Context: an optimization exercise on an open-source flow, tuned for small area, a short achievable clock period and few clock cycles per item. The choices shown serve that exercise and are no tape-out recipe.
Only simulation tests tie the RTL to the original design; equivalence was not proved.

Design bilin_simd4_top, start of the top module:
module bilin_simd4_top (
  input  wire logic        clk,
  input  wire logic        rst_n,
  input  wire logic        i_start,
  input  wire logic [15:0] i_in_w,
  input  wire logic [15:0] i_in_h,
  input  wire logic [15:0] i_scale,
  input  wire logic [31:0] i_rd_data,
  output logic             o_busy,
  output logic             o_done,
  output logic [15:0]      o_out_w,
  output logic [15:0]      o_out_h,
  output logic [75:0]      o_rd_addr,
  output logic [3:0]       o_wr_en,
  output logic [75:0]      o_wr_addr,
  output logic [31:0]      o_wr_data
);
  localparam int LANES = 3;
  localparam logic [1:0] ST_IDLE  = 2'd0;
  localparam logic [1:0] ST_SETUP = 2'd1;
  localparam logic [1:0] ST_RUN   = 2'd2;
  localparam logic [1:0] ST_DONE  = 2'd3;
  logic [1:0] st;
  logic [1:0] st_n;
  logic       st_run;
  logic       busy_r;
  logic       done_r;
  assign st_run = st == ST_RUN;
  assign o_busy = busy_r;
  assign o_done = done_r;
  logic [15:0] wr;
  logic [15:0] hr;
  logic [15:0] sr;
  always_ff @(posedge clk) begin
    wr <= i_in_w;
    hr <= i_in_h;
  end
  logic [15:0] drem;
  logic [15:0] inv;
  logic [15:0] pwh;
  logic [15:0] phh;
  logic [23:0] pw;
  logic [23:0] ph;
  logic [3:0]  cnt;
  logic        sfirst;
  assign o_out_w = pwh;
  assign o_out_h = phh;
  assign pw      = {pwh, rem[7:0]};
  assign ph      = {phh, rem[15:8]};
  assign drem    = gap;
  assign cnt     = mcnt;
  assign sr      = rows_left;
  logic [3:0]  sp;
  logic [3:0]  sk0;
  logic [3:0]  sk;
  logic [15:0] drem_e;
  always_comb begin
    sp = 4'd0;
    for (int b = 0; b < 16; b++) begin
      if (sr[b]) sp = 4'(b);
    end
    sk0 = sp[3] ? sp : (4'd0 - sp);
    sk  = sfirst ? sk0 : cnt;
    drem_e = drem;
    if (sfirst) begin
  ...
Size in the first run: ~310 I/O pins, about 42,000 sq um of cells after synthesis.
export LEC_CHECK = 0
export CAP_MARGIN = 20
export CORE_MARGIN = 2
export CORE_UTILIZATION = 60
export CTS_BUF_LIST = sky130_fd_sc_hd__clkbuf_4 sky130_fd_sc_hd__clkbuf_8 sky130_fd_sc_hd__clkbuf_16
export SLEW_MARGIN = 20
create_clock -name core_clock -period 110.0 [get_ports {clk}]
standard.sh (not shown) runs the stock make flow with config.mk's settings and CLKGATE_MAP_FILE= SYNTH_SCRIPT=/design/flow/synth_recipe.tcl, a recipe that flattens the netlist after the stock synthesis.
==> flow/flow/run.sh <==
#!/bin/bash
# Layout flow: the standard ORFS flow, except that the buffers put on
# every input and output port are sky130_fd_sc_hd__buf_1 instead of the
# delay cell that buffer_ports picks by default. Everything else, synthesis
# included, is standard.sh unchanged.
set -euo pipefail
bash standard.sh "BUFFER_PORTS_ARGS=-buffer_cell sky130_fd_sc_hd__buf_1" finish > standard_flow.log 2>&1
The baseline finished with timing, DRC and antenna clean.
Testbench counts at the start, summed over its fixed seeds: cycles 24,827, items 58,680.
Next try:
CORE_UTILIZATION = 70   (was 60)
CTS_BUF_LIST = unset   (was sky130_fd_sc_hd__clkbuf_4 sky130_fd_sc_hd__clkbuf_8 sky130_fd_sc_hd__clkbuf_16)
CTS_CLUSTER_DIAMETER = 70   (was unset)
CTS_CLUSTER_SIZE = 30   (was unset)
The changed run completed with no timing, DRC or antenna violations; worst setup slack degrades by 0.018 ns; worst hold slack is better by 0.014 ns; cell count goes down by 3.7%; die area falls by 14%; synthesized area is unchanged; global-route usage increases by 3.4 points; critical path depth is unchanged; via count goes up by 0.83%; fmax barely changes; routed wire length drops by 3.2%.
Next try:
CORE_UTILIZATION = 40   (was 70)
CTS_CLUSTER_DIAMETER = 80   (was 70)
CTS_CLUSTER_SIZE = 32   (was 30)
The new run finished clean.
Setup slack gets worse by 0.045 ns.
Clock-buffer cell count rose by 1.
Wire length goes up by 4.5%.
First-iteration DRC count falls by 6.3%.
Synthesized area does not change.
Via count went down by 1.5%.
Synthesized cell count stays the same.
Maximum frequency stays flat.
Next try:
CORE_UTILIZATION = 70   (was 40)
CTS_CLUSTER_DIAMETER = 70   (was 80)
CTS_CLUSTER_SIZE = 30   (was 32)
GPL_TIMING_DRIVEN = 0   (was unset)
What happened: Routed wire length rises by about 6.4%. Global-route usage came out higher by 16 points. Hold slack got worse by 0.0077 ns. Setup slack got worse by 0.12 ns. Die area falls by about 40%. Count of clock-buffer cells in the layout is higher by 2. Design area grows by 0.32%.

---

Setup of build 64:
Starting RTL as in the previous note.
clock: 110.0 ns
lec_check: 0
cap_margin: 20
core_margin: 2
core_utilization: 40
slew_margin: 20
Scripts as last shown in full above: flow/flow/run.sh
Testbench counts of build 64, summed over its fixed seeds: cycles 24,827, items 58,680.
Inputs modified between build 64 and build 42:
-- flow/config.mk --
<<< build 64, line 10
export CORE_UTILIZATION = 40
>>> build 42, line 10
export CORE_UTILIZATION = 60
Notes after the runs:
- Against build 64 as the reference, build 42 delivers a lower placed instance count.
- From build 64 to build 42 the numbers moved as follows: net total in the final layout barely changed; CTS buffer count shows a reduction of 7.4%; starting density of the core went up 20 points; non-filler instance count after layout went down 456; number of diodes added for antenna fixing +3.
- Cmp build 42 and build 64 / routed length on met1 / lower: build 42
- On layout cell share with drive strength beyond 1, the lower figure sits with build 42, not build 64.
- Relative to build 64, final worst hold slack has decreased by 9.0 ps in build 42.
## Diff of input files: build 8 against build 42
==> flow/flow/run.sh <==
#!/bin/bash
# Layout flow: the standard ORFS flow, except that the buffers put on
# every input and output port are sky130_fd_sc_hd__buf_2 instead of the
# delay cell that buffer_ports picks by default. Everything else, synthesis
# included, is standard.sh unchanged.
set -euo pipefail
bash standard.sh "BUFFER_PORTS_ARGS=-buffer_cell sky130_fd_sc_hd__buf_2" finish > standard_flow.log 2>&1
-- flow/config.mk --
<<< build 42, line 10
export CORE_UTILIZATION = 60
>>> build 8, line 10
export CORE_UTILIZATION = 40
==> comparison <==
Build 8 against build 42: number of buffers created by CTS picked up an extra about 6%, core utilization lost 21 points, sequential cell area neither gained nor lost much.
Diff build 42 -> build 8: total number of vias roughly the same, overall die area higher.
Length of routed met2 wiring: build 8 vs build 42 down about 2.8%
Build 8 ended up with a lower number of vias per cell after detailed routing than build 42 did.
As far as share of the clock period used by the worst path after layout is concerned, build 42 and build 8 perform about the same.
Note that the detailed-route wire length on metal 1 recorded for build 8 amounts to 1.12 times the value seen in build 42.
Comparing pre-CTS setup slack for build 42 and build 8, the bigger number came from build 8.

-- port drivers added, routing unchanged --
Ports are ideal in the flow. The routed layouts listed here were re-timed in OpenROAD. Step 1, drivers: a clkbuf_16 drives clk and a buf_2 each remaining input, both assumed. Step 2 adds t to the input delays and takes it off the output delays; t is the mean of the earliest and latest rising clock arrival at the registers after step 1. Input paths then give back, and output paths get back, about the clock's delay inside the block. Three values: ideal ports, drivers, drivers and shift; two values: the first two.
| run | t, ns | slack for setup (ns) | worst slew at a driven data input, ns |
|---|---|---|---|
| the first run of note 1 | 0.675 | 86.774 / 86.705 / 87.040 | 0.10 |
| the second run of note 1 | 0.682 | 86.756 / 86.692 / 87.017 | 0.09 |
| the third run of note 1 | 0.679 | 86.711 / 86.641 / 87.100 | 0.07 |
| the fourth run of note 1 | 0.647 | 86.589 / 86.524 / 86.918 | 0.08 |
| build 64 | 0.708 | 86.711 / 86.640 / 87.086 | 0.07 |
| build 42 | 0.676 | 86.784 / 86.715 / 87.032 | 0.10 |
| build 8 | 0.699 | 86.744 / 86.681 / 87.025 | 0.07 |
After both steps every run listed still meets setup and hold.
